Context: an optimization exercise on an open-source flow, tuned for small area, a short achievable clock period and few clock cycles per item. The choices shown serve that exercise and are no tape-out recipe.
Only simulation tests tie the RTL to the original design; equivalence was not proved.

==> flow/design.v <==
module alu_md_unit #(
    parameter int XLEN     = 32,
    parameter bit ENABLE_M = 1'b1
) (
    input  logic            clk,
    input  logic            rst,
    input  logic            in_valid,
    output logic            in_ready,
    input  logic            Branch,
    input  logic            ALUAdd,
    input  logic            ALUOp,
    input  logic [6:0]      funct7,
    input  logic [2:0]      funct3,
    input  logic [XLEN-1:0] op_a,
    input  logic [XLEN-1:0] op_b,
    output logic            out_valid,
    input  logic            out_ready,
    output logic [XLEN-1:0] result,
    output logic            out_illegal,
    output logic            zero
);
    logic d_add, d_sub, d_slt, d_sltu, d_xor, d_or, d_and, d_sll, d_srl, d_sra, d_ill, dm;
    always_comb begin
        logic base, sra;
        d_add = 1'b0; d_sub = 1'b0; d_slt = 1'b0; d_sltu = 1'b0; d_xor = 1'b0; d_or = 1'b0;
        d_and = 1'b0; d_sll = 1'b0; d_srl = 1'b0; d_sra = 1'b0; d_ill = 1'b0; dm = 1'b0;
        base = 1'b0;
        sra  = 1'b0;
        if (ALUAdd) d_add = 1'b1;
        else if (Branch) d_sub = 1'b1;
        else if (ALUOp) begin
            base = 1'b1;
            sra  = funct7[5];
        end else if (funct7 == 7'b0000000) base = 1'b1;
        else if (funct7 == 7'b0100000) begin
            if (funct3 == 3'b000) d_sub = 1'b1;
            else if (funct3 == 3'b101) d_sra = 1'b1;
            else d_ill = 1'b1;
        end else if (funct7 == 7'b0000001 && ENABLE_M) dm = 1'b1;
        else d_ill = 1'b1;
        if (base) begin
            case (funct3)
                3'd0: d_add  = 1'b1;
                3'd1: d_sll  = 1'b1;
                3'd2: d_slt  = 1'b1;
                3'd3: d_sltu = 1'b1;
                3'd4: d_xor  = 1'b1;
                3'd5: if (sra) d_sra = 1'b1; else d_srl = 1'b1;
                3'd6: d_or   = 1'b1;
                default: d_and = 1'b1;
            endcase
        end
    end
    logic d_div, d_rem, d_sdiv, d_bz, d_finv, d_fcin;
    assign d_div  = dm && funct3[2];
    assign d_rem  = funct3[2] && funct3[1];
    assign d_sdiv = dm && funct3[2] && !funct3[0];
    assign d_bz   = (op_b == 32'd0);
    assign d_finv = d_rem ? (d_sdiv && op_a[31]) : ((d_sdiv && (op_a[31] ^ op_b[31])) || d_bz);
    assign d_fcin = d_rem ? (d_sdiv && op_a[31]) : ((d_sdiv && (op_a[31] ^ op_b[31])) && !d_bz);
    function automatic logic [5:0] lzc32(input logic [31:0] x);
        logic [15:0] v1g, c1g;
        logic [7:0]  v2g;
        logic [15:0] c2g;
        logic [3:0]  v3g;
        logic [11:0] c3g;
        logic [1:0]  v4g;
        logic [7:0]  c4g;
        for (int i = 0; i < 16; i++) begin
            v1g[i] = x[2*i+1] | x[2*i];
            c1g[i] = !x[2*i+1];
        end
        for (int i = 0; i < 8; i++) begin
            v2g[i] = v1g[2*i+1] | v1g[2*i];
            c2g[2*i+:2] = v1g[2*i+1] ? {1'b0, c1g[2*i+1]} : {1'b1, c1g[2*i]};
        end
        for (int i = 0; i < 4; i++) begin
            v3g[i] = v2g[2*i+1] | v2g[2*i];
            c3g[3*i+:3] = v2g[2*i+1] ? {1'b0, c2g[4*i+2+:2]} : {1'b1, c2g[4*i+:2]};
        end
        for (int i = 0; i < 2; i++) begin
            v4g[i] = v3g[2*i+1] | v3g[2*i];
            c4g[4*i+:4] = v3g[2*i+1] ? {1'b0, c3g[6*i+3+:3]} : {1'b1, c3g[6*i+:3]};
        end
        if (!(v4g[1] | v4g[0])) lzc32 = 6'd32;
        else lzc32 = v4g[1] ? {2'b00, c4g[7:4]} : {2'b01, c4g[3:0]};
    endfunction
    logic        in_fa, in_fb, in_pa, in_pb;
    logic [31:0] in_xa, in_xb;
    logic [5:0]  in_la, in_lb;
    assign in_fa = op_a[31] && !(funct3[0] && (funct3[1] || funct3[2]));
    assign in_fb = op_b[31] && (funct3[2] ? !funct3[0] : !funct3[1]);
    assign in_xa = op_a ^ {32{in_fa}};
    assign in_xb = op_b ^ {32{in_fb}};
    assign in_la = lzc32({in_xa[30:0], 1'b1});
    assign in_lb = lzc32({in_xb[30:0], 1'b1});
    assign in_pa = in_fa && (((~op_a) >> 1) & op_a) == 32'd0;
    assign in_pb = in_fb && (((~op_b) >> 1) & op_b) == 32'd0;
    logic        v1;               
    logic        s_nega, s_negb, s_mul0, s_div0, s_miter, s_corr, s_daln, s_diter, s_corrd,
                 s_fin;
    logic        m;                
    logic        o_sum, o_slt, o_slts, o_xor, o_or, o_and, o_sh, o_sll, o_sra, o_ill;
    logic        is_div, is_rem, mul_lo;
    logic        fin_inv, fin_cin;
    logic [31:0] A, B;
    logic        bx;               
    logic [32:0] acc;              
    logic        ill;
    logic        sb;               
    logic        rs;               
    logic        pz, p2, pn;       
    logic        corr, bz;
    logic [4:0]  cnt;
    logic [3:0]  s2;               
    logic        fa, fb, ta, tb, pa, pb;
    logic [4:0]  la, lb;
    logic        c_xacc, c_xa, c_xq, c_xinv, c_xrs, c_yb, c_y2, c_yinv, c_cin;
    logic [5:0] ka, kb;
    logic       swp, t_sel;
    logic [4:0] z_sel;
    logic [1:0] q_lo;
    assign ka    = ta ? 6'd0 : {1'b1, la};
    assign kb    = tb ? 6'd0 : {1'b1, lb};
    assign swp   = kb > ka;
    assign t_sel = swp ? tb : ta;
    assign z_sel = swp ? lb : la;
    assign q_lo  = swp ? B[1:0] : A[1:0];
    logic [5:0] kda, kdb, dd;
    logic       dneg;
    assign kda  = ta ? 6'h3f : ({1'b0, la} - {5'd0, pa});
    assign kdb  = tb ? 6'h3f : ({1'b0, lb} - {5'd0, pb});
    assign dd   = kdb - kda;
    assign dneg = dd[5];
    logic [34:0] ax, ay, sum;
    logic [35:0] sum_c;
    always_comb begin
        ax = ({35{c_xacc}} & {{2{acc[32]}}, acc})
           | ({35{c_xa}}   & {{3{c_xrs || (o_slts && A[31])}}, A})
           | ({35{c_xq}}   & {3'b000, acc[31:0]});
        ax = ax ^ {35{c_xinv}};
        ay = ({35{c_yb && !c_y2}} & {{3{bx}}, B})
           | ({35{c_y2}}          & {bx, bx, B, 1'b0});
        ay = ay ^ {35{c_yinv}};
    end
    assign sum_c = {ax, 1'b1} + {ay, c_cin};
    assign sum   = sum_c[35:1];
    logic [31:0] sh_h, sh_l, sh_out;
    logic [4:0]  sh_n;
    logic [62:0] sh_t0;
    logic [46:0] sh_t1;
    logic [38:0] sh_t2;
    logic [34:0] sh_t3;
    logic [32:0] sh_t4;
    logic        h_acc, fill;
    assign h_acc = s_fin && mul_lo;                         
    assign fill  = (o_sra && A[31]) || (s_fin && acc[32]);
    always_comb begin
        sh_h = ({32{h_acc}}  & acc[31:0])
             | ({32{o_sll}}  & {1'b0, A[31:1]})
             | ({32{s_daln}} & {1'b0, B[31:1]})
             | ({32{fill && !h_acc}});
        sh_l = ({32{(!m && !o_sll) || s_mul0 || h_acc}} & A)
             | ({32{s_fin && !mul_lo}}                 & acc[31:0])
             | {(o_sll && A[0]) || (s_daln && B[0]), 31'd0};
        sh_n = ({5{!m && !o_sll}} & B[4:0])
             | ({5{o_sll}}        & ~B[4:0])
             | ({5{s_fin}}        & {s2, 1'b0})
             | ({5{s_daln}}       & ~cnt);
    end
    assign sh_t0  = {sh_h[30:0], sh_l};
    assign sh_t1  = sh_n[4] ? sh_t0[62:16] : sh_t0[46:0];
    assign sh_t2  = sh_n[3] ? sh_t1[46:8]  : sh_t1[38:0];
    assign sh_t3  = sh_n[2] ? sh_t2[38:4]  : sh_t2[34:0];
    assign sh_t4  = sh_n[1] ? sh_t3[34:2]  : sh_t3[32:0];
    assign sh_out = sh_n[0] ? sh_t4[32:1]  : sh_t4[31:0];
    logic [31:0] res;
    logic        r_sum, r_sh;
    assign r_sum = o_sum || (s_fin && is_div) || s_corr;
    assign r_sh  = o_sh || (s_fin && !is_div);
    assign res = ({32{r_sum}} & sum[31:0])
               | ({32{r_sh}}  & sh_out)
               | {31'd0, o_slt && sum[34]}
               | ({32{o_xor || o_or}} & (ax[31:0] ^ ay[31:0]))
               | ({32{o_and || o_or}} & (ax[31:0] & ay[31:0]));
    logic out_free, done, fire, accept, mul0_go, div0_go, miter_last, diter_last, rneg;
    assign out_free   = !out_valid || out_ready;
    assign done       = v1 && (!m || s_fin);
    assign fire       = done && out_free;
    assign in_ready   = !v1 || fire;
    assign accept     = in_valid && in_ready;
    assign mul0_go    = s_mul0 && out_free;
    assign div0_go    = s_div0 && out_free;
    assign miter_last = s_miter && cnt == 5'd0;
    assign diter_last = s_diter && cnt == 5'd0;
    assign rneg       = sum[32];
    logic n_nega, n_negb, n_mul0, n_div0, n_miter, n_corr, n_daln, n_diter, n_corrd, n_fin;
    logic n_pz, n_p2, n_pn, n_rs;
    always_comb begin
        if (accept) begin
            n_nega = d_sdiv && op_a[31];
            n_negb = d_sdiv && !op_a[31] && op_b[31];
            n_mul0 = dm && !funct3[2];
            n_div0 = d_div && !(d_sdiv && (op_a[31] || op_b[31]));
        end else begin
            n_nega = 1'b0;
            n_negb = s_nega && sb;
            n_mul0 = s_mul0 && !out_free;
            n_div0 = (s_nega && !sb) || s_negb || (s_div0 && !out_free);
        end
        n_miter = mul0_go || (s_miter && !miter_last);
        n_corr  = miter_last && corr;
        n_daln  = div0_go && !bz && !dneg;
        n_diter = s_daln || (s_diter && !diter_last);
        n_corrd = diter_last && is_rem && rneg;
        n_fin   = (miter_last && !corr) || s_corr || (div0_go && (bz || dneg)) ||
                  (diter_last && !(is_rem && rneg)) || s_corrd || (s_fin && !fire);
        if (mul0_go) begin
            n_pz = (q_lo == 2'b00);
            n_p2 = (q_lo == 2'b10);
            n_pn = q_lo[1];
        end else begin
            n_pz = (A[3:1] == 3'b000) || (A[3:1] == 3'b111);
            n_p2 = (A[3:1] == 3'b011) || (A[3:1] == 3'b100);
            n_pn = A[3] && !(A[3:1] == 3'b111);
        end
        n_rs = s_diter && rneg;
    end
    logic n_base, n_rem, n_finv, n_fcin;
    logic n_xacc, n_xa, n_xq, n_xinv, n_xrs, n_yb, n_y2, n_yinv, n_cin;
    assign n_base = accept && !dm;
    assign n_rem  = accept ? d_rem : is_rem;
    assign n_finv = accept ? d_finv : fin_inv;
    assign n_fcin = accept ? d_fcin : fin_cin;
    assign n_xacc = n_miter || n_corr;
    assign n_xa   = n_base || n_diter || n_corrd || n_nega || (n_fin && n_rem);
    assign n_xq   = n_fin && !n_rem;
    assign n_xinv = n_nega || (n_fin && n_finv);
    assign n_xrs  = (n_diter || n_corrd) && n_rs;
    assign n_yb   = n_base || (n_miter && !n_pz) || n_corr || n_diter || n_corrd || n_negb ||
                    n_mul0;
    assign n_y2   = n_miter && n_p2;
    assign n_yinv = (n_miter && n_pn) || (n_diter && !n_rs) || n_negb ||
                    (n_base && (d_sub || d_slt || d_sltu));
    assign n_cin  = n_yinv || n_nega || (n_fin && n_fcin);
    always_ff @(posedge clk or posedge rst) begin
        if (rst) begin
            v1        <= 1'b0;
            out_valid <= 1'b0;
            s_nega    <= 1'b0;
            s_negb    <= 1'b0;
            s_mul0    <= 1'b0;
            s_div0    <= 1'b0;
            s_miter   <= 1'b0;
            s_corr    <= 1'b0;
            s_daln    <= 1'b0;
            s_diter   <= 1'b0;
            s_corrd   <= 1'b0;
            s_fin     <= 1'b0;
        end else begin
            if (accept) v1 <= 1'b1;
            else if (fire) v1 <= 1'b0;
            if (fire) out_valid <= 1'b1;
            else if (out_ready) out_valid <= 1'b0;
            s_nega  <= n_nega;
            s_negb  <= n_negb;
            s_mul0  <= n_mul0;
            s_div0  <= n_div0;
            s_miter <= n_miter;
            s_corr  <= n_corr;
            s_daln  <= n_daln;
            s_diter <= n_diter;
            s_corrd <= n_corrd;
            s_fin   <= n_fin;
        end
    end
    always_ff @(posedge clk) begin
        if (accept || (v1 && m)) begin
            c_xacc <= n_xacc;
            c_xa   <= n_xa;
            c_xq   <= n_xq;
            c_xinv <= n_xinv;
            c_xrs  <= n_xrs;
            c_yb   <= n_yb;
            c_y2   <= n_y2;
            c_yinv <= n_yinv;
            c_cin  <= n_cin;
        end
    end
    always_ff @(posedge clk) begin
        if (accept) begin
            A       <= op_a;
            B       <= op_b;
            m       <= dm;
            is_div  <= funct3[2];
            is_rem  <= d_rem;
            mul_lo  <= funct3 == 3'b000;
            fin_inv <= d_finv;
            fin_cin <= d_fcin;
            bz      <= d_bz;
            fa      <= in_fa;
            fb      <= in_fb;
            ta      <= in_xa[31];
            tb      <= in_xb[31];
            la      <= in_la[4:0];
            lb      <= in_lb[4:0];
            pa      <= in_pa;
            pb      <= in_pb;
            o_sum   <= d_add || d_sub;
            o_slt   <= d_slt || d_sltu;
            o_slts  <= d_slt;
            o_xor   <= d_xor;
            o_or    <= d_or;
            o_and   <= d_and;
            o_sh    <= d_sll || d_srl || d_sra;
            o_sll   <= d_sll;
            o_sra   <= d_sra;
            o_ill   <= d_ill;
            bx      <= d_slt && op_b[31];
            sb      <= d_sdiv && op_b[31];
        end else if (s_nega) begin
            A  <= sum[31:0];
        end else if (s_negb) begin
            B  <= sum[31:0];
        end else if (div0_go) begin
            cnt <= dd[4:0];
            rs  <= 1'b0;
        end else if (s_daln) begin
            B   <= sh_out;
        end else if (mul0_go) begin
            if (swp) begin
                A  <= sum[31:0];
                B  <= sh_out;
                bx <= fa;
            end else begin
                bx <= fb;
            end
            corr <= t_sel;
            cnt  <= t_sel ? 5'd15 : {1'b0, ~z_sel[4:1]};
            s2   <= t_sel ? 4'd0 : z_sel[4:1];
            pz   <= n_pz;
            p2   <= n_p2;
            pn   <= n_pn;
        end else if (s_miter) begin
            A   <= {sum[1:0], A[31:2]};
            pz  <= n_pz;
            p2  <= n_p2;
            pn  <= n_pn;
            cnt <= cnt - 5'd1;
        end else if (s_diter) begin
            A   <= sum[31:0];
            rs  <= rneg;
            if (cnt != 5'd0) B <= {1'b0, B[31:1]};
            cnt <= cnt - 5'd1;
        end else if (s_corrd) begin
            A   <= sum[31:0];
            rs  <= 1'b0;
        end
    end
    always_ff @(posedge clk) begin
        if (s_miter) acc <= sum[34:2];
        else if (s_diter) acc <= {acc[31:0], !rneg};
        else if (fire || mul0_go || div0_go || s_corr) acc <= {s_corr && sum[32], res};
        if (fire) ill <= o_ill;
    end
    assign result      = acc[31:0];
    assign out_illegal = ill;
    assign zero        = (acc[31:0] == '0);
endmodule
==> flow/run.sh <==
#!/bin/bash
# synth_recipe.tcl (not shown) runs the flow's synth.tcl, then flattens the netlist and writes it again
# the make line also repeats each setting of config.mk as NAME=value (left out here)
make -C /OpenROAD-flow-scripts/flow DESIGN_CONFIG=/design/flow/config.mk WORK_HOME=/design/flow/orfs CLKGATE_MAP_FILE= SYNTH_SCRIPT=/design/flow/synth_recipe.tcl finish
==> flow/config.mk <==
export PLATFORM = sky130hd
export DESIGN_NAME = alu_md_unit
export DESIGN_NICKNAME = alu_md_unit
export VERILOG_FILES = /design/flow/design.v
export SDC_FILE = /design/flow/constraint.sdc
export NUM_CORES = 4
export LEC_CHECK = 0
export ABC_AREA = 1
export CAP_MARGIN = 20
export CORE_MARGIN = 2
export CORE_UTILIZATION = 50
export SETUP_SLACK_MARGIN = 3.7
export SLEW_MARGIN = 20
==> flow/constraint.sdc <==
create_clock -name core_clock -period 7.0 [get_ports {clk}]
set_input_delay 1.4000 -clock core_clock [delete_from_list [all_inputs] [get_ports {clk}]]
set_output_delay 1.4000 -clock core_clock [all_outputs]
set_load 0.01 [all_outputs]
==> impl_results.md, run 1 <==
- # rows: 70
- Routed via count: 23730
- CTS sink cnt: 164
- DIE WIDTH: 196.8 um
- R2R cell count: 13
- Worst Hold Depth: 0
- Max H-tree Level: 4
- Hold Path Class: register to register
- Max transition margin: 0.1757
- Final Max Tran Viols: 0
- Ys async rst share: 0.07317
- Num CTS Buffers: 17
- Clock transition at path regs: 0.08 ns
- Final Hold Viols: 0
- Antenna-violating nets left: 0
- Synth unique cells: 66
- Hold path endpoint: ill
- Hold path start: o_ill
- Crit end category: register
- Post-Synthesis Cells: 2864
- Pin count of the biggest net entering global routing: 55
- DR DRC count: 0
- Worst-path maximum fanout: 40
- Reg-to-reg slack, setup: 3.58 ns
- YS warnings: 1
- Critical R2R Launch: o_sll
- Worst r2r dst: acc[11]
- Arrival time worst endpoint: 3.64 ns
- Top Ports: 117
- DP HPWL: 69260 um
- Layout cells sized above 1: 0.1754
- Placer Congestion: 1.017
- Syn Area/Cell: 6.488 sq um
- RSZ-0062 raised after global routing: true
- Final min period: 3.420 ns
- Initial DRC count: 4240
- Syn Nets: 2999
- Final #Nets: 3104
- Skew final: 0.02748 ns
- Beginning of the critical path: o_sll
- Core area: 36610 sq um
- Initial Util: 0.5076
- Outcome: no timing/DRC/antenna violations
- Area Growth Syn to Fin: 23.66%
- MaxCap Viol Count: 0
- Clock Tree Root: clkbuf_16
- DR WL/cell: 27.98 um
- CP Class: register to register
- Sequential fraction of the synthesis area: 0.2602
- Setup TNS: 0 ns
- FF+latch area: 4835 sq um
- Die span in y: 196.8 um
- Vias/cell: 6.869
- Clock Latency Late Sink: 0.49 ns
- Total GRT Usage: 0.4776
- Port Buffers: 116
- Clock tree buffer depth: 2
- Vias in the first global route: 21380
- Post-Syn Area: 18580 sq um
- Cts hold-fix bufs: 0
- Register bit total from synthesis: 164
- Finish-stage setup viols: 0
- Iteration count of the initial detailed-routing pass: 14
- Multi-input logic area: 13230 sq um
- Die area: 38720 sq um
- Prevailing post-synth register cell: edfxtp_1
- CTS tree: yes
- Gr ovfl total: 0
- Req. time, crit path: 7.22 ns
- Fill count: 3279
- CP Launch Type: register
- First-pass GRT wire length: 136600 um
- Worst slew pin tran: 1.235 ns
- Detailed Route WL: 96660 um
- Maximum clock rate: 292.4 MHz
- Post-synth EDFFs: 149
- Final cycle utilization of the critical path: 0.4886
- Initial antenna violation count: 7
==> worst max-delay path: stages, from the launching register on <==
cell and delay [ns]:
edfxtp_1 0.35, buf_6 0.32, inv_2 0.10, nand2_2 0.20, nor2_1 0.08, nor2_2 0.14
buf_6 0.34, inv_4 0.26, nand3_1 0.22, nand3_1 0.13, nand3_1 0.16, nand3_1 0.40
a31oi_1 0.32, nor2_1 0.08
==> per-layer routing <==
layer  part of all wire  vias up  GRT usage  routed length (um)
met5             0.0012        -   0.002554                 115
met4               0.11        6     0.3698               10250
met3               0.15      701     0.1605               14410
met2               0.41     2201     0.7029               39250
met1               0.34    10740     0.5738               32640
li1                   -    10080          -                   -
==> flip-flops by register name, indices dropped and copies added, names as in the netlist, 4 cells and up <==
| signal | cells |
|---|---|
| A | 32 |
| B | 32 |
| acc | 33 |
| cnt | 5 |
| la | 5 |
| lb | 5 |
| s2 | 4 |
==> cell type report <==
class | count | area share
antenna | 5 | 0.0005445
clock buffer | 22 | 0.02303
clock inverter | 10 | 0.004301
inverter | 331 | 0.05608
multi-input combinational | 2207 | 0.5757
sequential | 164 | 0.2104
tap | 468 | 0.02548
timing repair buffer | 244 | 0.1032
timing repair inverter | 4 | 0.001198
==> timing repair <==
action,CTS,global route
buffers inserted,49,47
gates resized for setup,140,296
endpoints found under the setup margin,229,176
pin swaps,26,71
cloned,10,7
==> cell usage after synthesis (4+ instances only) <==
cell type | n | share of area
nand2_1 | 642 | 0.13
nand3_1 | 460 | 0.12
inv_1 | 311 | 0.063
o21ai_0 | 213 | 0.057
nor2_1 | 196 | 0.040
a21oi_1 | 161 | 0.043
edfxtp_1 | 149 | 0.24
o22ai_1 | 85 | 0.029
xor2_1 | 84 | 0.040
clkbuf_1 | 62 | 0.013
ha_1 | 52 | 0.035
buf_4 | 48 | 0.019
o211ai_1 | 41 | 0.017
buf_2 | 40 | 0.011
a221oi_1 | 30 | 0.014
nor3_1 | 25 | 0.0067
a31oi_1 | 23 | 0.0077
nand4_1 | 16 | 0.0054
nor4_1 | 16 | 0.0054
inv_2 | 15 | 0.0030
nand3_2 | 14 | 0.0075
o221ai_1 | 14 | 0.0066
dfrtp_1 | 12 | 0.016
nor2_2 | 12 | 0.0040
buf_1 | 11 | 0.0022
o21ai_1 | 11 | 0.0030
buf_6 | 10 | 0.0061
o21bai_1 | 10 | 0.0040
xnor2_1 | 10 | 0.0047
nand2_2 | 8 | 0.0027
a22oi_1 | 7 | 0.0028
nand3b_1 | 7 | 0.0028
or2_2 | 7 | 0.0024
nor2_4 | 6 | 0.0036
a21boi_0 | 4 | 0.0016
o21a_1 | 4 | 0.0016
==> metrics by stage <==
step | setup WS, ns | std cells | instance area, sq um | utilization | hold slack [ns]
after global routing | 3.552 | 3451 | 22970 | 0.6274 | 0.4381
final | 3.580 | 3455 | 22980 | 0.6277 | 0.4208
after detailed placement | 2.208 | 3303 | 19650 | 0.5368 | 0.4057
after floorplan | 3.640 | 2864 | 18660 | - | 0.4003
after global placement | 2.239 | 3303 | 19650 | 0.5368 | 0.4024
after CTS | 3.666 | 3394 | 21260 | 0.5807 | 0.4233
==> logic make-up after synthesis <==
logic type | Yosys count | share of synthesized area
buffers and inverters | 503 | 0.1190
xor gates and xnor gates | 94 | 0.04430
adders and majority gates | 54 | 0.03717
DFF | 164 | 0.2602
muxes | 1 | 0.0006059
AOI/OAI and AO/OA | 622 | 0.1969
and+or+nand+nor | 1426 | 0.3418
==> how the worst max path moves through the flow <==
| stage | to | slack, ns | cells past startpoint |
|---|---|---|---|
| 3_3_place_gp | c_cin | 2.24 | 15 |
| 3_5_place_dp | c_yb | 2.21 | 13 |
| 4_1_cts | acc[0] | 3.67 | 19 |
| 2_1_floorplan | A[0] | 3.64 | 10 |
| 6_report | acc[11] | 3.58 | 13 |
| 5_1_grt | B[11] | 3.55 | 12 |
==> placed cells by master (no fill, tap or decap), drive strengths merged, types with 18 or more instances in the layout <==
master | netlist | routed
nand2 | 653 | 656
nand3 | 474 | 477
inv | 327 | 330
o21ai | 227 | 227
nor2 | 214 | 216
a21oi | 161 | 161
edfxtp | 149 | 149
buf | 110 | 128
clkdlybuf4s50 | 0 | 109
o22ai | 85 | 85
xor2 | 84 | 84
ha | 52 | 52
o211ai | 43 | 43
a221oi | 30 | 30
clkbuf | 62 | 27
nor3 | 26 | 26
a31oi | 23 | 23
nand4 | 18 | 18
Testbench counts, summed over its fixed seeds: cycles 28,528, ops 9,600.
==> inputs of run 2 (changes only) <==
--- a/flow/config.mk
+++ b/flow/config.mk
@@ -10,4 +10,4 @@
 export CORE_MARGIN = 2
 export CORE_UTILIZATION = 50
-export SETUP_SLACK_MARGIN = 3.7
+export SETUP_SLACK_MARGIN = 3.6
 export SLEW_MARGIN = 20
==> run 2 against run 1 <==
  * Synthesized cell count is the same
  * Clock skew shrank 0.0096 ns
  * Register-to-register slack lost 0.16 ns
  * Die area is the same
  * Via count grew 0.93%
  * Largest cell class unchanged
  * Worst hold slack gained 0.040 ns
  * Utilization shrank 3.2 points
  * Still clean on timing, DRC and antenna
==> impl_results.md, run 2 <==
- Ys async rst share: 0.07317 (unchanged)
- Synth unique cells: 66 (unchanged)
- Finish-stage setup viols: 0 (unchanged)
- DR WL/cell: 29.41 um (+5.1%)
- Maximum clock rate: 279.4 MHz (-4.4%)
- Final Max Tran Viols: 0 (unchanged)
- Area Growth Syn to Fin: 17.37%
- Clock Tree Root: clkbuf_16
- Register bit total from synthesis: 164 (unchanged)
- Die area: 38720 sq um (unchanged)
- Hold Path Class: register to register
- Post-Syn Area: 18580 sq um (unchanged)
- # rows: 70 (unchanged)
- Most frequent cells in the layout: nand2_1, nand3_1, inv_1
- Final #Nets: 3068 (-1.2%)
- CP dominant cell by count: nand3_1
- Req. time, crit path: 7.34 ns (+0.12 ns)
- Max FFs per register: 33 (unchanged)
- CTS sink cnt: 164 (unchanged)
- Placer Congestion: 1.078 (+6.0%)
- Cell taking the most area after synthesis: edfxtp_1
- Crit path cell chain: buf_6, nor2_4, buf_6, clkinvlp_4, o211ai_1, nand3_2, nand3_1, nand3_1, nand3_1, nand3_1, nand3_1, nand2_1, nand2_1
- Post-synth EDFFs: 149 (unchanged)
- Slowest Stage Delay on Critical Path: 0.60 ns (+0.20 ns)
- Fill count: 3520 (+7.3%)
- Final cycle utilization of the critical path: 0.5113 (+0.02268)
- Reg with most FFs: acc
- Core area: 36610 sq um (unchanged)
- Num CTS Buffers: 17 (unchanged)
- Iteration count of the initial detailed-routing pass: 12 (-2)
- Final min period: 3.579 ns (+0.1587 ns)
- Pin count of the biggest net entering global routing: 70 (+27%)
- CP Launch Type: register
- Top Ports: 117 (unchanged)
- Arrival time worst endpoint: 3.91 ns (+0.27 ns)
- Skew final: 0.01791 ns (-0.009578 ns)
- Initial antenna violation count: 12 (+5)
- Biggest regs: acc x33, A x32, B x32
- Initial DRC count: 4211 (-0.68%)
- Final Hold Viols: 0 (unchanged)
- Die span in y: 196.8 um (unchanged)
- CP Class: register to register
- Total GRT Usage: 0.5043 (+0.02665)
- Worst-path maximum fanout: 26 (-35%)
- Setup TNS: 0 ns (unchanged)
- DIE WIDTH: 196.8 um (unchanged)
- YS warnings: 1 (unchanged)
- Syn Nets: 2999 (unchanged)
- CP max-delay cell: o211ai_1
- Syn Area/Cell: 6.488 sq um (unchanged)
- Outcome: no timing/DRC/antenna violations
- Max H-tree Level: 4 (unchanged)
- Top post-synthesis cells by count: nand2_1, nand3_1, inv_1
- MaxCap Viol Count: 0 (unchanged)
- Placed cell areas: 19660 sq um (about the same)
- Max transition margin: 0.2799 (+0.1043)
- Yosys top cell area share: 0.2408 (unchanged)
- Post-Route Utilization: 0.5958 (-0.03192)
- Initial Util: 0.5076 (unchanged)
- Clock tree buffer depth: 2 (unchanged)
- Vias in the first global route: 22520 (+5.4%)
- Sequential fraction of the synthesis area: 0.2602 (unchanged)
- Prevailing post-synth register cell: edfxtp_1
- Gr ovfl total: 0 (unchanged)
- Worst slew pin tran: 1.080 ns (-0.1551 ns)
- FF+latch area: 4842 sq um (+0.16%)
- Vias/cell: 6.995 (+1.8%)
- Layout cells sized above 1: 0.1290 (-0.04640)
- Reg-to-reg slack, setup: 3.42 ns (-0.16 ns)
- Top-count cell post-synth: nand2_1
- Antenna-violating nets left: 0 (unchanged)
- Clock Latency Late Sink: 0.47 ns (-0.02 ns)
- RSZ-0062 raised after global routing: true
- Clock transition at path regs: 0.08 ns (about the same)
- Detailed Route WL: 100700 um (+4.2%)
- Crit end category: register
- CTS tree: yes
- DP HPWL: 72150 um (+4.2%)
- Post-Synthesis Cells: 2864 (unchanged)
- Port Buffers: 116 (unchanged)
- Multi-input logic area: 12390 sq um (-6.4%)
- Fin area: 21810 sq um (-5.1%)
- First-pass GRT wire length: 143300 um (+4.9%)
- DR DRC count: 0 (unchanged)
- Routed via count: 23950 (+0.93%)
- Most common cell after layout, fill and taps aside: nand2_1
- Top post-synthesis cells by area: edfxtp_1, nand2_1, nand3_1, inv_1, o21ai_0
-- run 2: cell types whose count changed in the layout (fill, tap and decap cells not counted), sizes merged, moves of 2 or more --
cell    previous run  this run
buf              128       100
clkbuf            27        22
diode              5        10
nand2            656       654
nor2             216       214
-- run 2: area by class of cell --
| class | instances | share of cell area |
|---|---|---|
| Timing Repair inverter | 2 | 0.0006884 |
| Clock inverter | 13 | 0.005450 |
| Multi-Input combinational cell | 2202 | 0.5679 |
| Tap cell | 468 | 0.02685 |
| Antenna cell | 10 | 0.001147 |
| Sequential cell | 164 | 0.2220 |
| Timing Repair Buffer | 215 | 0.09752 |
| Clock buffer | 19 | 0.01985 |
| Inverter | 331 | 0.05863 |
-- run 2: path summary, 6_finish.rpt --
path                        start  cells past startpoint     end
max in group asynchronous     rst                      2  s_daln
min in group asynchronous     rst                      2  s_negb
hold / removal              o_ill                      0     ill
setup reg to reg           mul_lo                     13  acc[0]
hold reg to reg             o_ill                      0     ill
setup / recovery           mul_lo                     13  acc[0]
-- run 2: cells by family after synthesis --
group           after synthesis  share of synthesized area
compound gates              622                     0.1969
xor+xnor                     94                    0.04430
fa+ha+maj                    54                    0.03717
buf+inv                     503                     0.1190
flops                       164                     0.2602
mux                           1                  0.0006059
simple gates               1426                     0.3418
-- run 2: worst max-delay path: cells and delay by family, from the launching register on --
kind                   cells  cell delay [ns]
AO/OA/AOI/OAI              1             0.60
buffers and inverters      3             0.88
flip-flops                 1             0.38
AND/OR/NAND/NOR            9             1.55
-- run 2: per-stage QoR --
step	hold WS [ns]	worst slack, ns	instances
floorplan	0.4003	3.619	2864
detailed placement	0.4412	2.452	3308
global placement	0.4213	2.541	3308
finish	0.4612	3.421	3424
CTS	0.4446	3.588	3390
global route	0.4569	3.478	3415
-- run 2: metal layers --
| metal | global-route usage | up-vias | part of all wire |
|---|---|---|---|
| li1 | - | 10020 | - |
| met1 | 0.5923 | 10950 | 0.33 |
| met2 | 0.7292 | 2257 | 0.40 |
| met3 | 0.2081 | 724 | 0.17 |
| met4 | 0.3907 | 8 | 0.11 |
| met5 | 0 | - | 0.00099 |
-- run 2: repair_timing --
item                       4_1_cts  5_1_grt
setup endpoints to repair      189      134
setup buffers                   44       22
pin swaps                       22       36
hold buffers                     0        0
resized for setup              121      155
gates cloned                     6        2
==> inputs of run 3 (changes only) <==
--- a/flow/config.mk
+++ b/flow/config.mk
@@ -10,4 +10,4 @@
 export CORE_MARGIN = 2
 export CORE_UTILIZATION = 50
-export SETUP_SLACK_MARGIN = 3.6
+export SETUP_SLACK_MARGIN = 3.8
 export SLEW_MARGIN = 20
==> run 3 against run 2 <==
  * Clock skew is 0.011 ns higher
  * Synthesized area stayed put
  * Sequential share of layout area shrank 0.77 points
  * Highest routed layer unchanged
==> impl_results.md, run 3 <==
- Core area: 36610 sq um (unchanged)
- Pin count of the biggest net entering global routing: 55 (-21%)
- Top post-synthesis cells by area: edfxtp_1, nand2_1, nand3_1, inv_1, o21ai_0
- Worst path top cell family by delay: simple AND/OR/NAND/NOR gates
- Detailed Route WL: 96910 um (-3.8%)
- Yosys top cell area share: 0.2408 (unchanged)
- Clock transition at path regs: 0.07 ns (about the same)
- Placed cells: 3303 (-0.15%)
- Vias in the first global route: 21710 (-3.6%)
- Final min period: 3.391 ns (-0.1882 ns)
- Skew final: 0.02904 ns (+0.01113 ns)
- Slowest Stage Delay on Critical Path: 0.46 ns (-0.14 ns)
- Synth unique cells: 66 (unchanged)
- Max H-tree Level: 4 (unchanged)
- M1 GR Usage: 0.5806 (-0.01172)
- Maximum clock rate: 294.9 MHz (+5.6%)
- Max FFs per register: 33 (unchanged)
- Clock Tree Root: clkbuf_16
- Final #Nets: 3102 (+1.1%)
- Biggest regs: acc x33, A x32, B x32
- FF+latch area: 4835 sq um (-0.15%)
- Worst-path maximum fanout: 32 (+23%)
- YS warnings: 1 (unchanged)
- Req. time, crit path: 7.35 ns (about the same)
- CP Launch Type: register
- Register bit total from synthesis: 164 (unchanged)
- Setup TNS: 0 ns (unchanged)
- Antenna-violating nets left: 0 (unchanged)
- Total GRT Usage: 0.4865 (-0.01784)
- Clock tree buffer depth: 2 (unchanged)
- Most frequent cells in the layout: nand2_1, nand3_1, inv_1
- Port Buffers: 116 (unchanged)
- DP HPWL: 69260 um (-4.0%)
- Reg-to-reg slack, setup: 3.61 ns (+0.19 ns)
- Syn Nets: 2999 (unchanged)
- Vias/cell: 6.883 (-1.6%)
- RSZ-0062 raised after global routing: true
- GRT met2 Usage: 0.7066 (-0.02264)
- Max transition margin: 0.2146 (-0.06538)
- Arrival time worst endpoint: 3.74 ns (-0.17 ns)
- Fill count: 3378 (-4.0%)
- Hold Path Class: register to register
- Post-synth EDFFs: 149 (unchanged)
- Syn Area/Cell: 6.488 sq um (unchanged)
- Cell taking the most area after synthesis: edfxtp_1
- Routed via count: 23770 (-0.78%)
- # rows: 70 (unchanged)
- DR DRC count: 0 (unchanged)
- Die area: 38720 sq um (unchanged)
- Final worst slack: 3.609 ns (+0.1882 ns)
- Placer Congestion: 1.017 (-5.7%)
- Layout cells sized above 1: 0.1584 (+0.02940)
- Non-filler instance count after layout: 3453 (+0.85%)
- Post-Syn Area: 18580 sq um (unchanged)
- Most common cell after layout, fill and taps aside: nand2_1
- DIE WIDTH: 196.8 um (unchanged)
- Buf+Inv Stages, Crit Path: 3 (unchanged)
- Worst slew pin tran: 1.178 ns (+0.09807 ns)
- Ys async rst share: 0.07317 (unchanged)
- Crit end category: register
- Initial antenna violation count: 6 (-6)
- CP Class: register to register
- First-pass GRT wire length: 138600 um (-3.2%)
- Num CTS Buffers: 17 (unchanged)
- Clock Latency Late Sink: 0.50 ns (+0.03 ns)
- Outcome: no timing/DRC/antenna violations
- Post-Synthesis Cells: 2864 (unchanged)
- Crit path cell chain: clkbuf_8, inv_2, nor2_4, inv_1, o21ai_0, nand2_1, nand2_1, nand2_1, nand3_1, nand3_1, nand3_1, nand3_1, nand3_1, nand2_1, nand2_1
- Cts hold-fix bufs: 0 (unchanged)
- Post-placement setup slack: 2.208 ns (-0.2432 ns)
- Sequential fraction of the synthesis area: 0.2602 (unchanged)
- Post-Route Utilization: 0.6162 (+0.02047)
- Prevailing post-synth register cell: edfxtp_1
- Initial Util: 0.5076 (unchanged)
- Top post-synthesis cells by count: nand2_1, nand3_1, inv_1
- CTS sink cnt: 164 (unchanged)
- DR WL/cell: 28.07 um (-4.6%)
- Multi-input logic area: 12810 sq um (+3.5%)
- Top-count cell post-synth: nand2_1
- MaxCap Viol Count: 0 (unchanged)
- CP max-delay cell: nor2_4
- Final Hold Viols: 0 (unchanged)
- CTS tree: yes
- Die span in y: 196.8 um (unchanged)
- Area Growth Syn to Fin: 21.40%
- Top Ports: 117 (unchanged)
- Final Max Tran Viols: 0 (unchanged)
- Final cycle utilization of the critical path: 0.4844 (-0.02689)
- Grt peak-use layer: met2
- Iteration count of the initial detailed-routing pass: 13 (+1)
- Gr ovfl total: 0 (unchanged)
- Finish-stage setup viols: 0 (unchanged)
- Met3 usage: 0.1751 (-0.03303)
- Initial DRC count: 4151 (-1.4%)
- Reg with most FFs: acc
[run 3: cell types whose count changed in the layout (fill, tap and decap cells not counted), moves of 8 or more]
cell     delta
xor2_1     -12
buf_6      +12
xor2_2      +8
buf_4      +20
nand2_1    -16
o21ai_0     -9
nand2_2    +11
[run 3: worst reg2reg max path: cells and delay by family (launching register included)]
family,cells,cell delay [ns]
flops,1,0.34
simple gates,11,1.66
buf+inv,3,0.87
compound gates,1,0.38
[run 3: final timing paths]
check / startpoint / to / cells after the start
setup / recovery: s_fin / acc[0] / 15
hold reg to reg: o_ill / ill / 0
hold / removal: o_ill / ill / 0
min in group asynchronous: rst / s_mul0 / 2
setup reg to reg: s_fin / acc[0] / 15
max in group asynchronous: rst / s_miter / 2
[run 3: stage by stage]
stage	hold WS (ns)	cell area [sq um]
2_1_floorplan	0.4003	18660
3_3_place_gp	0.4024	19650
3_5_place_dp	0.4057	19650
4_1_cts	0.4233	21740
5_1_grt	0.4381	22550
6_report	0.4206	22560
[run 3: kinds of logic (layout without fill, tap and decap cells)]
group,Yosys count,after routing,share of synthesized area
xor gates and xnor gates,94,94,0.04430
and+or+nand+nor,1426,1433,0.3418
AOI/OAI and AO/OA,622,623,0.1969
DFF,164,164,0.2602
buffers and inverters,503,611,0.1190
other,0,5,0
adders and majority gates,54,54,0.03717
muxes,1,1,0.0006059
[run 3: layer usage]
metal  vias to the layer above  routed length, um
li1                      10070                  -
met1                     10850              33010
met2                      2174              39280
met3                       671              14510
met4                         4              10000
met5                         -                105
[run 3: cell type report]
type	count	share of cell area
clock inverter	10	0.004381
antenna	5	0.0005546
inverter	331	0.05768
tap	468	0.02596
timing repair inverter	5	0.001553
sequential	164	0.2143
clock buffer	22	0.02346
timing repair buffer	243	0.1041
multi-input combinational	2205	0.5680
[run 3: repair_timing]
| item | CTS | global route |
|---|---|---|
| gates cloned | 11 | 3 |
| setup buffers | 72 | 27 |
| endpoints found under the setup margin | 230 | 186 |
| pin swaps | 45 | 32 |
| resized for setup | 223 | 148 |
==> inputs of run 4 (changes only) <==
--- a/flow/design.v
+++ b/flow/design.v
@@ -148,9 +148,5 @@
     logic [31:0] sh_h, sh_l, sh_out;
     logic [4:0]  sh_n;
-    logic [62:0] sh_t0;
-    logic [46:0] sh_t1;
-    logic [38:0] sh_t2;
-    logic [34:0] sh_t3;
-    logic [32:0] sh_t4;
+    logic [63:0] sh_cat;
     logic        h_acc, fill;
     assign h_acc = s_fin && mul_lo;                         
@@ -169,10 +165,6 @@
              | ({5{s_daln}}       & ~cnt);
     end
-    assign sh_t0  = {sh_h[30:0], sh_l};
-    assign sh_t1  = sh_n[4] ? sh_t0[62:16] : sh_t0[46:0];
-    assign sh_t2  = sh_n[3] ? sh_t1[46:8]  : sh_t1[38:0];
-    assign sh_t3  = sh_n[2] ? sh_t2[38:4]  : sh_t2[34:0];
-    assign sh_t4  = sh_n[1] ? sh_t3[34:2]  : sh_t3[32:0];
-    assign sh_out = sh_n[0] ? sh_t4[32:1]  : sh_t4[31:0];
+    assign sh_cat = {sh_h, sh_l} >> sh_n;
+    assign sh_out = sh_cat[31:0];
     logic [31:0] res;
     logic        r_sum, r_sh;
@@ -182,9 +174,12 @@
                | ({32{r_sh}}  & sh_out)
                | {31'd0, o_slt && sum[34]}
-               | ({32{o_xor || o_or}} & (ax[31:0] ^ ay[31:0]))
-               | ({32{o_and || o_or}} & (ax[31:0] & ay[31:0]));
+               | ({32{o_xor}} & (A ^ B))
+               | ({32{o_or}}  & (A | B))
+               | ({32{o_and}} & (A & B));
     logic out_free, done, fire, accept, mul0_go, div0_go, miter_last, diter_last, rneg;
     assign out_free   = !out_valid || out_ready;
-    assign done       = v1 && (!m || s_fin);
+    logic q_direct;
+    assign q_direct   = !is_rem && !fin_inv;
+    assign done       = v1 && (!m || s_fin || (diter_last && q_direct));
     assign fire       = done && out_free;
     assign in_ready   = !v1 || fire;
@@ -193,4 +188,9 @@
     assign div0_go    = s_div0 && out_free;
     assign miter_last = s_miter && cnt == 5'd0;
+    logic       m0step, m0last;
+    logic [4:0] cnt_init;
+    assign cnt_init = t_sel ? 5'd15 : {1'b0, ~z_sel[4:1]};
+    assign m0step   = mul0_go && !swp;
+    assign m0last   = m0step && cnt_init == 5'd0;
     assign diter_last = s_diter && cnt == 5'd0;
     assign rneg       = sum[32];
@@ -209,12 +209,12 @@
             n_div0 = (s_nega && !sb) || s_negb || (s_div0 && !out_free);
         end
-        n_miter = mul0_go || (s_miter && !miter_last);
+        n_miter = (mul0_go && !m0last) || (s_miter && !miter_last);
         n_corr  = miter_last && corr;
         n_daln  = div0_go && !bz && !dneg;
         n_diter = s_daln || (s_diter && !diter_last);
         n_corrd = diter_last && is_rem && rneg;
-        n_fin   = (miter_last && !corr) || s_corr || (div0_go && (bz || dneg)) ||
-                  (diter_last && !(is_rem && rneg)) || s_corrd || (s_fin && !fire);
-        if (mul0_go) begin
+        n_fin   = (miter_last && !corr) || m0last || s_corr || (div0_go && (bz || dneg)) ||
+                  (diter_last && !(is_rem && rneg) && !q_direct) || s_corrd || (s_fin && !fire);
+        if (mul0_go && swp) begin
             n_pz = (q_lo == 2'b00);
             n_p2 = (q_lo == 2'b10);
@@ -238,8 +238,10 @@
     assign n_xinv = n_nega || (n_fin && n_finv);
     assign n_xrs  = (n_diter || n_corrd) && n_rs;
+    logic [1:0] a01;
+    assign a01    = accept ? op_a[1:0] : A[1:0];
     assign n_yb   = n_base || (n_miter && !n_pz) || n_corr || n_diter || n_corrd || n_negb ||
-                    n_mul0;
-    assign n_y2   = n_miter && n_p2;
-    assign n_yinv = (n_miter && n_pn) || (n_diter && !n_rs) || n_negb ||
+                    (n_mul0 && a01 != 2'b00);
+    assign n_y2   = (n_miter && n_p2) || (n_mul0 && a01 == 2'b10);
+    assign n_yinv = (n_miter && n_pn) || (n_mul0 && a01[1]) || (n_diter && !n_rs) || n_negb ||
                     (n_base && (d_sub || d_slt || d_sltu));
     assign n_cin  = n_yinv || n_nega || (n_fin && n_fcin);
@@ -317,5 +319,5 @@
             o_sra   <= d_sra;
             o_ill   <= d_ill;
-            bx      <= d_slt && op_b[31];
+            bx      <= (d_slt && op_b[31]) || (dm && !funct3[2] && in_fb);
             sb      <= d_sdiv && op_b[31];
         end else if (s_nega) begin
@@ -330,12 +332,13 @@
         end else if (mul0_go) begin
             if (swp) begin
-                A  <= sum[31:0];
-                B  <= sh_out;
-                bx <= fa;
+                A   <= B;
+                B   <= sh_out;
+                bx  <= fa;
+                cnt <= cnt_init;
             end else begin
-                bx <= fb;
+                A   <= {sum[1:0], A[31:2]};
+                cnt <= cnt_init - 5'd1;
             end
             corr <= t_sel;
-            cnt  <= t_sel ? 5'd15 : {1'b0, ~z_sel[4:1]};
             s2   <= t_sel ? 4'd0 : z_sel[4:1];
             pz   <= n_pz;
@@ -359,5 +362,5 @@
     end
     always_ff @(posedge clk) begin
-        if (s_miter) acc <= sum[34:2];
+        if (s_miter || m0step) acc <= sum[34:2];
         else if (s_diter) acc <= {acc[31:0], !rneg};
         else if (fire || mul0_go || div0_go || s_corr) acc <= {s_corr && sum[32], res};
--- a/flow/config.mk
+++ b/flow/config.mk
@@ -6,8 +6,7 @@
 export NUM_CORES = 4
 export LEC_CHECK = 0
-export ABC_AREA = 1
 export CAP_MARGIN = 20
 export CORE_MARGIN = 2
-export CORE_UTILIZATION = 50
-export SETUP_SLACK_MARGIN = 3.8
+export CORE_UTILIZATION = 40
+export SETUP_SLACK_MARGIN = 3.0
 export SLEW_MARGIN = 20
==> run 4 against run 3 <==
  * Highest routed layer unchanged
  * Fmax down 20%
  * Global-route usage shrank 9.8 points
  * Die area up 35%
  * Synthesized cell count is 9.3% lower
  * Still clean on timing, DRC and antenna
  * Utilization is 13 points lower
  * Worst hold slack improved by 0.010 ns
  * Synthesized area rose by 9.0%
  * Clock-buffer cell count fell by 2
  * Design area grew 7.1%
==> impl_results.md, run 4 <==
- Post-synthesis mux area share: 0.03874 (+0.03813)
- Die area: 52440 sq um (+35%)
- # rows: 82 (+17%)
- Gr ovfl total: 0 (unchanged)
- Maximum clock rate: 236.9 MHz (-20%)
- Sequential fraction of the synthesis area: 0.2373 (-0.02291)
- Initial DRC count: 3937 (-5.2%)
- M1 GR Usage: 0.4913 (-0.08928)
- RSZ-0062 raised after global routing: true
- Top Ports: 117 (unchanged)
- Worst slew pin tran: 1.134 ns (-0.04405 ns)
- Iteration count of the initial detailed-routing pass: 9 (-4)
- Grt peak-use layer: met2
- Reg with most FFs: acc
- DR WL/cell: 31.77 um (+13%)
- First-pass GRT wire length: 152000 um (+9.6%)
- Cell taking the most area after synthesis: edfxtp_1
- Final cycle utilization of the critical path: 0.6031 (+0.1187)
- Routed via count: 23850 (+0.33%)
- Die span in y: 229.0 um (+16%)
- Top post-synthesis cells by count: nand2_1, nor2_1, o21ai_0
- Most frequent cells in the layout: nand2_1, nor2_1, o21ai_0
- Total GRT Usage: 0.3882 (-0.09828)
- Skew final: 0.009341 ns (-0.01970 ns)
- Prevailing post-synth register cell: edfxtp_1
- Clock transition at path regs: 0.07 ns (about the same)
- Max transition margin: 0.2439 (+0.02937)
- Post-synth EDFFs: 148 (-0.67%)
- Max H-tree Level: 4 (unchanged)
- Pin count of the biggest net entering global routing: 63 (+15%)
- MaxCap Viol Count: 0 (unchanged)
- Num CTS Buffers: 17 (unchanged)
- Final min period: 4.222 ns (+0.8308 ns)
- Syn Nets: 2797 (-6.7%)
- Hold Path Class: register to register
- Detailed Route WL: 106100 um (+9.5%)
- Non-filler instance count after layout: 3341 (-3.2%)
- Initial antenna violation count: 2 (-4)
- Vias in the first global route: 22050 (+1.6%)
- Antenna-violating nets left: 0 (unchanged)
- CTS sink cnt: 163 (-0.61%)
- Top-count cell post-synth: nand2_1
- Port Buffers: 116 (unchanged)
- Final #Nets: 2855 (-8.0%)
- Clock Latency Late Sink: 0.47 ns (-0.03 ns)
- Biggest regs: acc x33, A x32, B x32
- YS warnings: 1 (unchanged)
- Outcome: no timing/DRC/antenna violations
- Met3 usage: 0.1072 (-0.06786)
- Most common cell after layout, fill and taps aside: nand2_1
- Main combinational cell family by area after synthesis: compound AO/OA/AOI/OAI gates
- Post-synthesis simple-gate area fraction: 0.1902 (-0.1516)
- Core area: 50070 sq um (+37%)
- Initial Util: 0.4045 (-0.1031)
- Clock tree buffer depth: 2 (unchanged)
- DP HPWL: 77060 um (+11%)
- Top post-synthesis cells by area: edfxtp_1, ha_1, nand2_1, a22oi_1, o21ai_0
- Max FFs per register: 33 (unchanged)
- Final Max Tran Viols: 0 (unchanged)
- Area Growth Syn to Fin: 19.30%
- Synth unique cells: 98 (+48%)
- GRT met2 Usage: 0.5976 (-0.1090)
- Post-Syn Area: 20250 sq um (+9.0%)
- Clock Tree Root: clkbuf_16
- Syn Area/Cell: 7.798 sq um (+20%)
- DIE WIDTH: 229.0 um (+16%)
- Placed cells: 3203 (-3.0%)
- Vias/cell: 7.137 (+3.7%)
- Post-Synthesis Cells: 2597 (-9.3%)
- Synth Area in Compound Gates: 0.3351 (+0.1382)
- Post-synthesis xor/xnor area fraction: 0.04671 (+0.002406)
- Ys async rst share: 0.07362 (+0.0004489)
- Placer Congestion: 1.070 (+5.2%)
- Layout cells sized above 1: 0.1417 (-0.01671)
- Setup TNS: 0 ns (unchanged)
- CP Launch Type: register
- CP Class: register to register
- Req. time, crit path: 7.23 ns (-0.12 ns)
- DR DRC count: 0 (unchanged)
- CTS tree: yes
- Post-synthesis adder-cell area fraction: 0.07427 (+0.03710)
- Final Hold Viols: 0 (unchanged)
- Finish-stage setup viols: 0 (unchanged)
- Cts hold-fix bufs: 0 (unchanged)
- Crit end category: register
- Yosys top cell area share: 0.2195 (-0.02131)
- Register bit total from synthesis: 163 (-0.61%)
- Worst-path maximum fanout: 6 (-81%)
- Arrival time worst endpoint: 4.45 ns (+0.71 ns)
==> run 4: layout make-up <==
| type | instances | area [sq um] |
|---|---|---|
| flip-flops and latches | 163 | 4805 |
| inverters | 132 | 511.7 |
| repair buffers | 265 | 2494 |
| well taps | 672 | 840.8 |
| repair inverters | 1 | 7.507 |
| clock buffers | 20 | 446.7 |
| fillers | 4915 | 25910 |
| diodes | 1 | 2.502 |
| clock inverters | 12 | 171.4 |
| multi-input cells | 2075 | 14880 |
==> run 4: critical path: stages, from the launching register on <==
cell and delay (ns):
edfxtp_1 0.45, buf_12 0.16, nor2b_4 0.17, buf_8 0.16, buf_4 0.12, buf_6 0.11
a22oi_1 0.10, xnor2_1 0.23, ha_4 0.39, and4_2 0.31, nand3_1 0.10, a21o_1 0.23
a21o_1 0.22, a211oi_4 0.31, o221ai_4 0.21, o21ai_0 0.29, xnor2_1 0.15, a22o_1 0.26
==> run 4: metrics by stage <==
step | area (sq um) | utilization | hold slack, ns | setup WS, ns
floorplan | 20290 | - | 0.4003 | 3.008
finish | 24160 | 0.4825 | 0.4310 | 2.778
global placement | 21660 | 0.4326 | 0.4019 | 1.930
detailed placement | 21660 | 0.4327 | 0.4178 | 1.885
CTS | 23090 | 0.4612 | 0.4346 | 2.863
global route | 24160 | 0.4825 | 0.4465 | 2.719
==> run 4: path summary, 6_finish.rpt <==
path | startpoint | end | slack [ns] | depth (start not counted)
setup / recovery | c_y2 | acc[31] | 2.78 | 17
hold / removal | o_ill | ill | 0.43 | 0
setup reg to reg | c_y2 | acc[31] | 2.78 | 17
hold reg to reg | o_ill | ill | 0.43 | 0
max in group asynchronous | rst | s_nega | 5.28 | 2
min in group asynchronous | rst | s_fin | 1.31 | 2
==> run 4: kinds of logic after synthesis <==
family / after synthesis
AO/OA/AOI/OAI: 960
buffers and inverters: 363
XOR/XNOR: 108
AND/OR/NAND/NOR: 807
flip-flops: 163
multiplexers: 77
adder cells (fa/ha/maj): 119
==> run 4: repair_timing <==
action / CTS / global route
cloned: 5 / 2
pin swaps: 25 / 44
gates resized for setup: 87 / 137
buffers inserted: 44 / 53
setup endpoints to repair: 196 / 136
endpoints found under the hold margin: 0 / 0
==> run 4: layer usage <==
layer  up-vias  part of all wire
li1      10000                 -
met2      1934              0.43
met1     11480              0.37
met3       425              0.13
met5         -           0.00016
met4         2             0.068
Testbench counts of run 4, summed over its fixed seeds: cycles 27,592, ops 9,600.
==> inputs of run 5 (changes only) <==
--- a/flow/config.mk
+++ b/flow/config.mk
@@ -6,7 +6,9 @@
 export NUM_CORES = 4
 export LEC_CHECK = 0
+export ABC_AREA = 1
 export CAP_MARGIN = 20
 export CORE_MARGIN = 2
-export CORE_UTILIZATION = 40
-export SETUP_SLACK_MARGIN = 3.0
+export CORE_UTILIZATION = 65
+export PLACE_DENSITY = 0.75
+export SETUP_SLACK_MARGIN = 3.6
 export SLEW_MARGIN = 20
==> run 5 against run 4 <==
  * The run now fails in 5_1_grt
  * Synthesized cell count up 32%
  * Synthesized area increased by 5.8%
==> impl_results.md, run 5 <==
- Top-count cell post-synth: nand2_1
- CTS sink cnt: 163 (unchanged)
- Register bit total from synthesis: 163 (unchanged)
- Post-Synthesis Cells: 3421 (+32%)
- Max H-tree Level: 4 (unchanged)
- Num CTS Buffers: 17 (unchanged)
- DIE WIDTH: 185.6 um (-19%)
- Placer Congestion: 1.207 (+13%)
- Synth unique cells: 60 (-39%)
- GR repair worst EP: B[31]$_DFFE_PP_/D
- Fail Step: 5_1_grt
- Post-synth EDFFs: 148 (unchanged)
- Yosys top cell area share: 0.2074 (-0.01206)
- # rows: 66 (-20%)
- Top post-synthesis cells by count: nand2_1, nand3_1, inv_1
- Clock Tree Root: clkbuf_16
- First Err: [ERROR GRT-0232] Routing congestion too high. Check the congestion heatmap in the GUI.
- Outcome: aborted with a tool error
- Top post-synthesis cells by area: edfxtp_1, nand2_1, nand3_1, ha_1, inv_1
- Prevailing post-synth register cell: edfxtp_1
- Clock tree buffer depth: 2 (unchanged)
- WEP type: register data pin
- Ys async rst share: 0.07362 (unchanged)
- Cell taking the most area after synthesis: edfxtp_1
- Port Buffers: 116 (unchanged)
- Initial Util: 0.6586 (+0.2541)
- Top Ports: 117 (unchanged)
- DP HPWL: 75630 um (-1.9%)
- Post-placement setup slack: 2.107 ns (+0.2222 ns)
- Die span in y: 185.6 um (-19%)
- Syn Nets: 3621 (+29%)
- Total GRT Usage: 0.7771
- Gr ovfl total: 93
- Sequential fraction of the synthesis area: 0.2242 (-0.01304)
- YS warnings: 1 (unchanged)
- Placed cell areas: 22370 sq um (+3.3%)
- Pin count of the biggest net entering global routing: 76
- Syn Area/Cell: 6.264 sq um (-20%)
- Post-Syn Area: 21430 sq um (+5.8%)
[run 5: timing repair]
| action | CTS |
|---|---|
| gates resized for setup | 139 |
| pin swaps | 19 |
| setup buffers | 46 |
| endpoints found under the setup margin | 200 |
| gates cloned | 6 |
| hold buffers | 0 |
[run 5: routing by layer]
layer	GRT overflow	GRT usage
met1	4	0.8108
met2	51	0.9099
met3	4	0.6355
met4	33	0.7298
met5	1	0.3496
[run 5: per-stage QoR]
stage,util,instances,hold WS (ns)
floorplan,-,3421,0.4003
global placement,0.6865,3797,0.4021
detailed placement,0.6875,3798,0.4071
CTS,0.7342,3882,0.4239
[run 5: worst max path at each step]
stage                     startpoint  endpoint  slack [ns]
after global placement          c_y2   acc[21]        2.18
after floorplan            out_ready    acc[0]        3.56
after CTS                     acc[0]     A[28]        3.53
after detailed placement   out_ready      A[9]        2.11
[run 5: cells by family after synthesis]
kind of cell | count (synthesis) | synth area share
compound gates | 694 | 0.1915
xor+xnor | 89 | 0.03638
buf+inv | 561 | 0.1132
flops | 163 | 0.2242
fa+ha+maj | 119 | 0.07019
simple gates | 1795 | 0.3646

-- port drivers added, routing unchanged --
The results above use ideal ports. As a check the final layouts listed here were re-extracted and re-timed, cells and wires unchanged. Step 1 assumes that a clkbuf_16 drives the clock port and a buf_2 every other input. Step 2 moves the port delays by t, midway between the first and last clock arrival at a register: inputs arrive t later, outputs are due t later. That takes back most of the time a late clock gives input paths. Three values: ideal, step 1, step 2; two values: the first two.
run	t (ns)	setup slack, ns	worst setup path after step 2	clock arrival spread, ns	worst slew at a driven data input, ns
run 1	0.537	3.580 / 3.580 / 3.148	input to register	0.027 / 0.028	0.04
run 2	0.517	3.421 / 3.421 / 3.093	input to register	0.018 / 0.018	0.05
run 3	0.540	3.609 / 3.609 / 3.305	input to register	0.030 / 0.029	0.04
run 4	0.521	2.778 / 2.778 / 2.556	input to register	0.009 / 0.010	0.05
After both steps setup and hold are still met in every run listed. For run 1, which loses most, drivers alone change the setup slack by 0.000 ns; drivers and shift together by -0.432 ns.
